This is an optimization exercise on Yosys and OpenROAD, whose aim is small area and a short achievable clock period, not a production implementation.
In this exercise RTL edits were held to simulation tests only and were not proved equivalent to the original.
Power is estimated from default activity; no workload was simulated.

## flow/design.v (module list and top-level ports; edited modules follow where they fit)
// module fb_window_gen: 78 lines
// module fb_combiner_n: 3461 lines
// module fb_fa: 10 lines
// module fb_ao21: 8 lines
// module fb_and2: 7 lines
// module fb_ha: 9 lines
module fb_combiner_n
#(
    parameter int N_CH      = 4,
    parameter int DATA_W    = 15,
    parameter int COEF_W    = 18,
    parameter int FRAC_BITS = 14,
    parameter int OUT_W     = 13,
    parameter int CNT_W     = 8
) (
    input  logic                     clk,
    input  logic                     rst_n,
    input  logic                     trig,
    input  logic [N_CH*DATA_W-1:0]   data_in,
    input  logic [N_CH*COEF_W-1:0]   coef,
    input  logic [N_CH-1:0]          ch_en,
    input  logic [1:0]               mode,
    input  logic [OUT_W-1:0]         const_dac,
    input  logic [2:0]               no_bunches,
    input  logic [3:0]               no_samples,
    input  logic [CNT_W-1:0]         sample_spacing,
    input  logic [CNT_W-1:0]         start_delay,
    input  logic                     sat_clr,
    output logic [OUT_W-1:0]         fb_sgnl,
    output logic                     dac_cond,
    output logic                     busy,
    output logic                     sat_flag
);
  // ...
==> flow/flow/run.sh <==
#!/bin/bash
set -euo pipefail
bash standard.sh SETUP_SLACK_MARGIN=6.15 "BUFFER_PORTS_ARGS=-buffer_cell sky130_fd_sc_hd__buf_1" finish > flow_make.log 2>&1
==> flow/standard.sh <==
#!/bin/bash
# synth_recipe.tcl (not shown) runs the flow's synth.tcl, then flattens the netlist and writes it again
# the make line also repeats each setting of config.mk as NAME=value (left out here)
make -C /OpenROAD-flow-scripts/flow DESIGN_CONFIG=/design/flow/config.mk WORK_HOME=/design/flow/orfs CLKGATE_MAP_FILE= SYNTH_SCRIPT=/design/flow/synth_recipe.tcl "${@:-finish}"
==> flow/config.mk <==
export PLATFORM = sky130hd
export DESIGN_NAME = fb_combiner_n
export DESIGN_NICKNAME = fb_combiner_n
export VERILOG_FILES = /design/flow/design.v
export SDC_FILE = /design/flow/constraint.sdc
export NUM_CORES = 4
export LEC_CHECK = 0
export ABC_CLOCK_PERIOD_IN_PS = 2000
export CAP_MARGIN = 20
export CORE_MARGIN = 2
export CORE_UTILIZATION = 60
export CTS_CLUSTER_DIAMETER = 80
export CTS_CLUSTER_SIZE = 24
export SLEW_MARGIN = 20
export SYNTH_HIERARCHICAL = 1
export SYNTH_MINIMUM_KEEP_SIZE = 0
==> flow/constraint.sdc <==
create_clock -name core_clock -period 9.0 [get_ports {clk}]
set_input_delay 1.8000 -clock core_clock [delete_from_list [all_inputs] [get_ports {clk}]]
set_output_delay 1.8000 -clock core_clock [all_outputs]
set_load 0.01 [all_outputs]
==> impl_metrics.tcl, run 1 <==
set metrics [dict create \
    status "no timing/DRC/antenna violations" \
    clk_latency_ps 590 \
    cp.required_ps 7200 \
    hold_depth 0 \
    met3_usage_pct 6.00 \
    cp_slowest_cell "dfrtp_1" \
    min_period_over_period_pct 32.0 \
    seq_share_pct 28.5 \
    grt.busiest_layer "met2" \
    pg_clk_uw 1820 \
    worstSetupPathType "reg -> out" \
    cts_setup_buffers 1 \
    num-nonclk-inverters 13 \
    crit_family "flip-flops" \
    synth-seq-cells 528 \
    multi_input_area_share_pct 63.4 \
    top_regs "r2 x240, r3 x49, sum_q x21" \
    rr_endpoint "r2[216]" \
    grt_max_degree 51 \
    start_util_pct 60.7 \
    wl_per_cell_um 25.9 \
    die-area_um2 63100 \
    regMostFlops "r2" \
    final_cell_area_um2 38800 \
    p_int_uw 6980 \
    grtUsageTotal_pct 33.2 \
    drt_wl_total_um 103000 \
    peakVddDrop_mv 0.231 \
    pwr-share-clk_pct 15.4 \
    avgSynthCellArea_um2 11.4 \
    period_minus_slack_ps 2880 \
    core_um2 60400 \
    hold_start "r2[238]" \
    synth_flop_cell "dfxtp_1" \
    multi_input_area_um2 24600 \
    synthXorXnorAreaFrac_pct 14.4 \
    cts_buffers 36 \
    startpoint_type "flip-flop" \
    placed_area_um2 37200 \
    clock_buffers 43 \
    clock_area_share_pct 3.31 \
    r2r-start "one1_q[5]" \
    ys_async_sr_fraction_pct 9.47 \
    grt_pass1_wl_um 158000 \
    layout.nonclk_buf_share_pct 2.18 \
]
==> module fb_window_gen, before the edit <==
module fb_window_gen
#(
    parameter int CNT_W = 8
) (
    input  logic             clk,
    input  logic             rst_n,
    input  logic             trig,
    input  logic [2:0]       no_bunches,
    input  logic [3:0]       no_samples,
    input  logic [CNT_W-1:0] sample_spacing,
    input  logic [CNT_W-1:0] start_delay,
    output logic             gate,
    output logic             busy
);
    fb_pkg::fb_state_t state, state_n;
    logic             trig_d;
    logic             go;
    logic             last;
    logic [2:0]       bunches, bunches_n;
    logic [3:0]       samples, samples_n;
    logic [CNT_W-1:0] spacing, spacing_n;
    logic [CNT_W-1:0] cnt, cnt_n;
    logic             busy_q;
    assign go   = trig && !trig_d && no_bunches != 3'd0 && no_samples != 4'd0;
    assign last = cnt == CNT_W'(1);
    assign gate = state == fb_pkg::ACTIVE;
    assign busy = busy_q;
    always_comb begin
        state_n   = state;
        bunches_n = bunches;
        samples_n = samples;
        spacing_n = spacing;
        cnt_n     = cnt - CNT_W'(1);
        case (state)
            fb_pkg::IDLE: begin
                cnt_n = cnt;
                if (go) begin
                    bunches_n = no_bunches;
                    samples_n = no_samples;
                    spacing_n = sample_spacing;
                    state_n   = start_delay == '0 ? fb_pkg::ACTIVE : fb_pkg::DELAY;
                    cnt_n     = start_delay == '0 ? CNT_W'(no_samples) : start_delay;
                end
            end
            fb_pkg::DELAY, fb_pkg::GAP: if (last) begin
                state_n = fb_pkg::ACTIVE;
                cnt_n   = CNT_W'(samples);
            end
            default: if (last) begin     
                if (bunches == 3'd1) state_n = fb_pkg::IDLE;
                else begin
                    bunches_n = bunches - 3'd1;
                    state_n   = spacing > CNT_W'(samples) ? fb_pkg::GAP : fb_pkg::ACTIVE;
                    cnt_n     = spacing > CNT_W'(samples) ? spacing - CNT_W'(samples) : CNT_W'(samples);
                end
            end
        endcase
    end
    always_ff @(posedge clk or negedge rst_n) begin
        if (!rst_n) begin
            state   <= fb_pkg::IDLE;
            trig_d  <= 1'b0;
            bunches <= '0;
            samples <= '0;
            spacing <= '0;
            cnt     <= '0;
            busy_q  <= 1'b0;
        end else begin
            trig_d  <= trig;
            state   <= state_n;
            bunches <= bunches_n;
            samples <= samples_n;
            spacing <= spacing_n;
            cnt     <= cnt_n;
            busy_q  <= state_n != fb_pkg::IDLE;
        end
    end
endmodule
==> inputs of run 2 (changes only) <==
--- a/flow/design.v
+++ b/flow/design.v
@@ -70,21 +70,19 @@
         if (!rst_n) begin
             state   <= fb_pkg::IDLE;
             trig_d  <= 1'b0;
-            bunches <= '0;
-            samples <= '0;
-            spacing <= '0;
-            cnt     <= '0;
             busy_q  <= 1'b0;
         end else begin
             trig_d  <= trig;
             state   <= state_n;
-            bunches <= bunches_n;
-            samples <= samples_n;
-            spacing <= spacing_n;
-            cnt     <= cnt_n;
             busy_q  <= state_n != fb_pkg::IDLE;
         end
     end
+    always_ff @(posedge clk) begin
+        bunches <= bunches_n;
+        samples <= samples_n;
+        spacing <= spacing_n;
+        cnt     <= cnt_n;
+    end
 endmodule
 module fb_combiner_n
 #(
==> impl_metrics.tcl, run 2 <==
set metrics [dict create \
    status "no timing/DRC/antenna violations" \
    r2r-start "x2_q[13]" \
    viasPerCell 6.19 \
    rows 90 \
    synth_top_area_share_pct 27.2 \
    start_util_pct 60.5 \
    dp.final_hpwl_um 75100 \
    finish.utilization_pct 63.6 \
    drt_wl_total_um 99400 \
    synthXorXnorAreaFrac_pct 14.6 \
    crit_family "flip-flops" \
    peakVddDrop_mv 0.287 \
    use_met2_pct 51.7 \
    layout.area.seq_um2 11200 \
    hold_viol_final 0 \
    muxShareOfSynthArea_pct 0.0310 \
    ys.warnings.count 8 \
    regMostFlops "r2" \
    port_buffers 193 \
    cp.buffers_inverters 1 \
    timing.final.ws_setup_ps 6020 \
    dp.cells 3877 \
    grt_pass1_wl_um 153000 \
    yosysUniqueCellTypes 59 \
    fillers 4777 \
    netlist_instances 3160 \
    hold_class "reg -> reg" \
    maxCapViolCount 0 \
    synth_top_family_by_area "adder cells" \
    multi_input_area_um2 24200 \
    largest_reg_flops 240 \
    period_minus_slack_ps 2980 \
    cpPeakStageDelay_ps 400 \
    first_pass_iters 6 \
    area_growth_pct 5.17 \
    drive_gt1_share_pct 7.97 \
    synthTopCellsByCount "xnor2_1, a22oi_1, fa_1" \
    pre_cts_ws_ps 5500 \
    drc 0 \
    cts_buffers 31 \
    clk_pin_slew_ps 90 \
    netlist_area_um2 36400 \
    top_regs "r2 x240, r3 x49, sum_q x21" \
    crit_arrival_ps 1180 \
    finalMaxSlewViolations 0 \
    tightest_slew_ps 835 \
    startpoint_type "flip-flop" \
    final.setup.tns_ps 0 \
    rsz0062_at_grt "yes" \
    final_cell_area_um2 38200 \
    min_period_over_period_pct 33.1 \
    clk_path_buf_depth 3 \
    grt_overflow_total 0 \
    pin_count 194 \
    worstSetupPathType "reg -> out" \
    clk_latency_ps 650 \
    die_w_um 250 \
    synth-seq-cells 528 \
    placed_area_um2 36900 \
    cts_root_buffer "clkbuf_16" \
    end_kind "output pin" \
    p_leak_uw 0.0150 \
    vias 24360 \
    worstPathCellList "clkbuf_2" \
    cp_slowest_cell "dfrtp_1" \
    grt.busiest_layer "met2" \
    synth_compound_area_share_pct 14.3 \
    synthSimpleGateAreaFrac_pct 5.36 \
    setup_viol 0 \
    cts_tree "yes" \
    antenna_found_initial 3 \
    numClockSinks 528 \
    hold_buffers 0 \
    use_met1_pct 44.8 \
    max_freq_ghz 0.336 \
    synth.largest_area_cell "fa_1" \
    final.setup_skew_ps 28.1 \
    cp-startpoint "sat_flag" \
    synth-edff-count 23 \
    grtUsageTotal_pct 32.0 \
    layout.cells.non_filler 3933 \
    die_y_um 250 \
    relSlewSlack_pct 44.4 \
    drtAntennaViolNets 0 \
    p_per_area_nw_per_um2 311 \
    cp.required_ps 7200 \
    htreeDepth 1 \
    synth.most_common_cell "xnor2_1" \
    met3_usage_pct 4.87 \
    avgSynthCellArea_um2 11.5 \
    layout_commonest_cell "xnor2_1" \
    first_iter_violations 2884 \
    hold_start "r2[238]" \
    gp_congestion 0.942 \
    synthAdderAreaFrac_pct 32.1 \
    grt_max_degree 28 \
    die-area_um2 62600 \
    synth.area.top_cells "fa_1, dfxtp_1, xnor2_1, a22oi_1, ha_1" \
    wl_per_cell_um 25.3 \
    synth_flop_cell "dfxtp_1" \
    layout_common_cells "xnor2_1, a22oi_1, fa_1" \
    path_max_fanout 2 \
    grt_pass1_vias 24702 \
    layout.nets 3944 \
    ys_async_sr_fraction_pct 5.11 \
    core_um2 60100 \
    yosysSeqAreaShare_pct 30.1 \
]
run 2: logic make-up after synthesis:
family	count (synthesis)
AO/OA/AOI/OAI	706
XOR/XNOR	605
adder cells (fa/ha/maj)	636
buffers and inverters	293
flip-flops	528
multiplexers	1
other	1
AND/OR/NAND/NOR	390
run 2: layout make-up:
| cell class | count | share of cell area, % |
|---|---|---|
| Multi-Input combinational cell | 2352 | 63.3 |
| Sequential cell | 528 | 29.2 |
| Tap cell | 782 | 2.56 |
| Clock buffer | 37 | 2.11 |
| Timing Repair Buffer | 201 | 2.09 |
| Clock inverter | 16 | 0.543 |
| Inverter | 16 | 0.164 |
| Antenna cell | 1 | 0.00654 |
run 2: per-module statistics from Yosys, one instance, submodules excluded, excerpt:
module / times used / area [um2] / cells / flops+latches
fb_fa: 493 / 20.0 / 1 / 0
fb_ha: 102 / 12.5 / 1 / 0
fb_ao21: 76 / 7.51 / 1 / 0
fb_and2: 65 / 6.26 / 1 / 0
fb_combiner_n: 1 / 22600 / 2277 / 501
run 2: timing repair:
item / in CTS / in global routing
gates resized for setup: 146 / 42
hold endpoints to repair: 0 / 0
buffers inserted: 0 / 2
endpoints found under the setup margin: 136 / 64
run 2: worst paths after layout:
check,endpoint,slack (ps),depth (start not counted)
setup / recovery,sat_flag,6020,1
hold / removal,r3[46],330,0
setup reg to reg,r2[190],6190,5
hold reg to reg,r3[46],330,0
max in group asynchronous,u_win.state[1],7600,2
min in group asynchronous,fb_sgnl[12],1130,2
run 2: per-layer routing:
metal / part of all wire (%) / vias up / wire length [um]
li1: - / 10637 / -
met1: 41 / 12309 / 40600
met2: 47 / 1255 / 46700
met3: 8.5 / 155 / 8490
met4: 3.6 / 4 / 3550
met5: 0.026 / - / 26
run 2: report_power, final:
part	total [uW]	internal, uW	switching, uW
sequential	3930	3280	650
clock	1560	702	857
combinational	6400	2990	3410
run 2: through the flow:
| step | total power, uW | hold WS [ps] |
|---|---|---|
| 4_1_cts | 11900 | 335 |
| 2_1_floorplan | 7910 | 310 |
| 5_1_grt | 12900 | 346 |
| 3_5_place_dp | 10300 | 313 |
| 3_3_place_gp | 10100 | 316 |
| 6_report | 11900 | 335 |
==> inputs of run 3 (changes only) <==
==> flow/flow/run.sh (replaced) <==
#!/bin/bash
set -euo pipefail
bash standard.sh SETUP_SLACK_MARGIN=6.3 "BUFFER_PORTS_ARGS=-buffer_cell sky130_fd_sc_hd__buf_1" finish > flow_make.log 2>&1
==> impl_metrics.tcl, run 3 <==
set metrics [dict create \
    status "no timing/DRC/antenna violations" \
    synth_top_area_share_pct 27.2 \
    core_um2 60100 \
    grtUsageTotal_pct 32.1 \
    yosysUniqueCellTypes 59 \
    worstPathCellList "clkbuf_2" \
    period_minus_slack_ps 2900 \
    viasPerCell 6.17 \
    synth.area.top_cells "fa_1, dfxtp_1, xnor2_1, a22oi_1, ha_1" \
    layout.area.seq_um2 11400 \
    numClockSinks 528 \
    regMostFlops "r2" \
    synth-edff-count 23 \
    crit_arrival_ps 1100 \
    die_w_um 250 \
    synth.largest_area_cell "fa_1" \
    drive_gt1_share_pct 9.38 \
    layout.cells.non_filler 3960 \
    yosysSeqAreaShare_pct 30.1 \
    max_freq_ghz 0.344 \
    drc 0 \
    use_met2_pct 51.5 \
    top_regs "r2 x240, r3 x49, sum_q x21" \
    min_period_over_period_pct 32.3 \
    area_growth_pct 7.29 \
    port_buffers 193 \
    setup_viol 0 \
    layout_commonest_cell "xnor2_1" \
    crit_family "flip-flops" \
    grt.busiest_layer "met2" \
    cpPeakStageDelay_ps 390 \
    final.setup_skew_ps 21.5 \
    p_per_area_nw_per_um2 316 \
    met3_usage_pct 6.24 \
    cp.required_ps 7200 \
    die_y_um 250 \
    multi_input_area_um2 24400 \
    grt_max_degree 28 \
    antenna_found_initial 1 \
    layout.nets 3968 \
    start_util_pct 60.5 \
    first_iter_violations 2745 \
    first_pass_iters 7 \
    cts_buffers 35 \
    cp.buffers_inverters 1 \
    hold_buffers 0 \
    path_max_fanout 2 \
    final.setup.tns_ps 0 \
    pin_count 194 \
    dp.final_hpwl_um 74700 \
    gp_congestion 0.953 \
    finish.utilization_pct 64.9 \
    drt_wl_total_um 99000 \
    end_kind "output pin" \
    hold_viol_final 0 \
    synth-seq-cells 528 \
    htreeDepth 2 \
    synth_flop_cell "dfxtp_1" \
    synth.most_common_cell "xnor2_1" \
    fillers 4776 \
    dp.cells 3887 \
    use_met1_pct 44.3 \
    netlist_area_um2 36400 \
    wl_per_cell_um 25.0 \
    maxCapViolCount 0 \
    netlist_instances 3160 \
    avgSynthCellArea_um2 11.5 \
    grt_overflow_total 0 \
    hold_class "reg -> reg" \
    clk_path_buf_depth 3 \
    largest_reg_flops 240 \
    die-area_um2 62600 \
    clk_latency_ps 590 \
    worstSetupPathType "reg -> out" \
    rows 90 \
    ys_async_sr_fraction_pct 5.11 \
    cp_slowest_cell "dfrtp_1" \
    vias 24448 \
    drtAntennaViolNets 0 \
    layout_common_cells "xnor2_1, a22oi_1, fa_1" \
    clk_pin_slew_ps 90 \
    tightest_slew_ps 841 \
    relSlewSlack_pct 43.9 \
    rsz0062_at_grt "yes" \
    ys.warnings.count 8 \
    p_leak_uw 0.0152 \
    synthTopCellsByCount "xnor2_1, a22oi_1, fa_1" \
    cts_tree "yes" \
    finalMaxSlewViolations 0 \
    grt_pass1_wl_um 153000 \
    peakVddDrop_mv 0.309 \
    startpoint_type "flip-flop" \
    grt_pass1_vias 25014 \
    cts_root_buffer "clkbuf_16" \
]
[run 3: cell types whose count changed in the layout (fill, tap and decap cells not counted), sizes merged]
cell	previous run	this run
buf	188	209
clkbuf	50	55
clkinv	5	8
bufinv	1	0
inv	25	24
[run 3: per-layer routing]
metal,share of wire (%),vias to the layer above
li1,-,10698
met1,40,12405
met2,47,1161
met3,8.9,184
met4,3.7,0
met5,0,-
[run 3: cell type report]
cell class                 instances  area share (%)
multi-input combinational       2352            62.4
clock inverter                    17           0.613
sequential                       528            29.3
tap                              782            2.51
clock buffer                      43            2.48
antenna                            1         0.00641
inverter                          16           0.160
timing repair buffer             221            2.50
[run 3: final timing paths]
path                           start      endpoint  slack [ps]  depth (start not counted)
max                         sat_flag      sat_flag        6100                          1
min                          r2[239]        r3[48]         340                          0
max reg2reg                one3_q[4]       r2[134]        6310                          5
min reg2reg                  r2[239]        r3[48]         340                          0
max in group asynchronous      rst_n  u_win.trig_d        7540                          2
min in group asynchronous      rst_n    fb_sgnl[9]        1190                          2
[run 3: timing repair]
| item | in CTS | in global routing |
|---|---|---|
| buffers inserted | 1 | 11 |
| endpoints found under the setup margin | 181 | 76 |
| resized for setup | 205 | 113 |
| pin swaps | 2 | 5 |
[run 3: per-module statistics from Yosys (local to each module, per instance), excerpt]
module / flops+latches / times used / area [um2] / cells inside
fb_ha: 0 / 102 / 12.5 / 1
fb_ao21: 0 / 76 / 7.51 / 1
fb_fa: 0 / 493 / 20.0 / 1
fb_combiner_n: 501 / 1 / 22600 / 2277
fb_and2: 0 / 65 / 6.26 / 1
[run 3: logic make-up after synthesis]
| family | Yosys count | synth area share [%] |
|---|---|---|
| buf+inv | 293 | 3.60 |
| simple gates | 390 | 5.36 |
| fa+ha+maj | 636 | 32.1 |
| mux | 1 | 0.0310 |
| compound gates | 706 | 14.3 |
| flops | 528 | 30.1 |
| other cells | 1 | 0.0103 |
| xor+xnor | 605 | 14.6 |
[run 3: power by group]
| part | total (uW) | switching, uW | internal (uW) | leakage (uW) |
|---|---|---|---|---|
| registers | 3890 | 625 | 3270 | 0.00464 |
| clock network | 1740 | 925 | 819 | 0.000582 |
| logic | 6680 | 3550 | 3130 | 0.00998 |
| total | 12300 | 5100 | 7220 | 0.0152 |
[run 3: stage by stage]
stage | power (uW) | instance area (um2) | setup slack [ps] | hold WS (ps)
CTS | 12200 | 38600 | 6060 | 346
global route | 13300 | 39000 | 6050 | 356
global placement | 10200 | 37000 | 5540 | 318
finish | 12300 | 39000 | 6100 | 342
floorplan | 7910 | 36500 | 5770 | 310
detailed placement | 10400 | 37000 | 5460 | 324

what the ideal ports hide:
No port has a modelled driver above. Below, the same layouts with a new extraction and two added sets of constraints. Step 1 assumes that a clkbuf_16 drives the clock port and a buf_2 every other input. Step 2 adds t to the input delays and takes it off the output delays; t is the mean of the earliest and latest rising clock arrival at the registers after step 1. Input paths then give back, and output paths get back, about the clock's delay inside the block. Three values: no drivers, after step 1, after step 2; two values: the first two.
run | t (ns) | slack for setup (ns) | worst setup path at the end
run 1 | 0.644 | 6.120 / 6.055 / 5.646 | input to register
run 2 | 0.702 | 6.022 / 5.957 / 5.519 | input to register
run 3 | 0.646 | 6.096 / 6.034 / 5.571 | input to register
After both steps setup and hold are still met in every run listed. The setup slack of run 3, which loses most, moves by -0.062 ns with the drivers and by -0.525 ns with both steps.
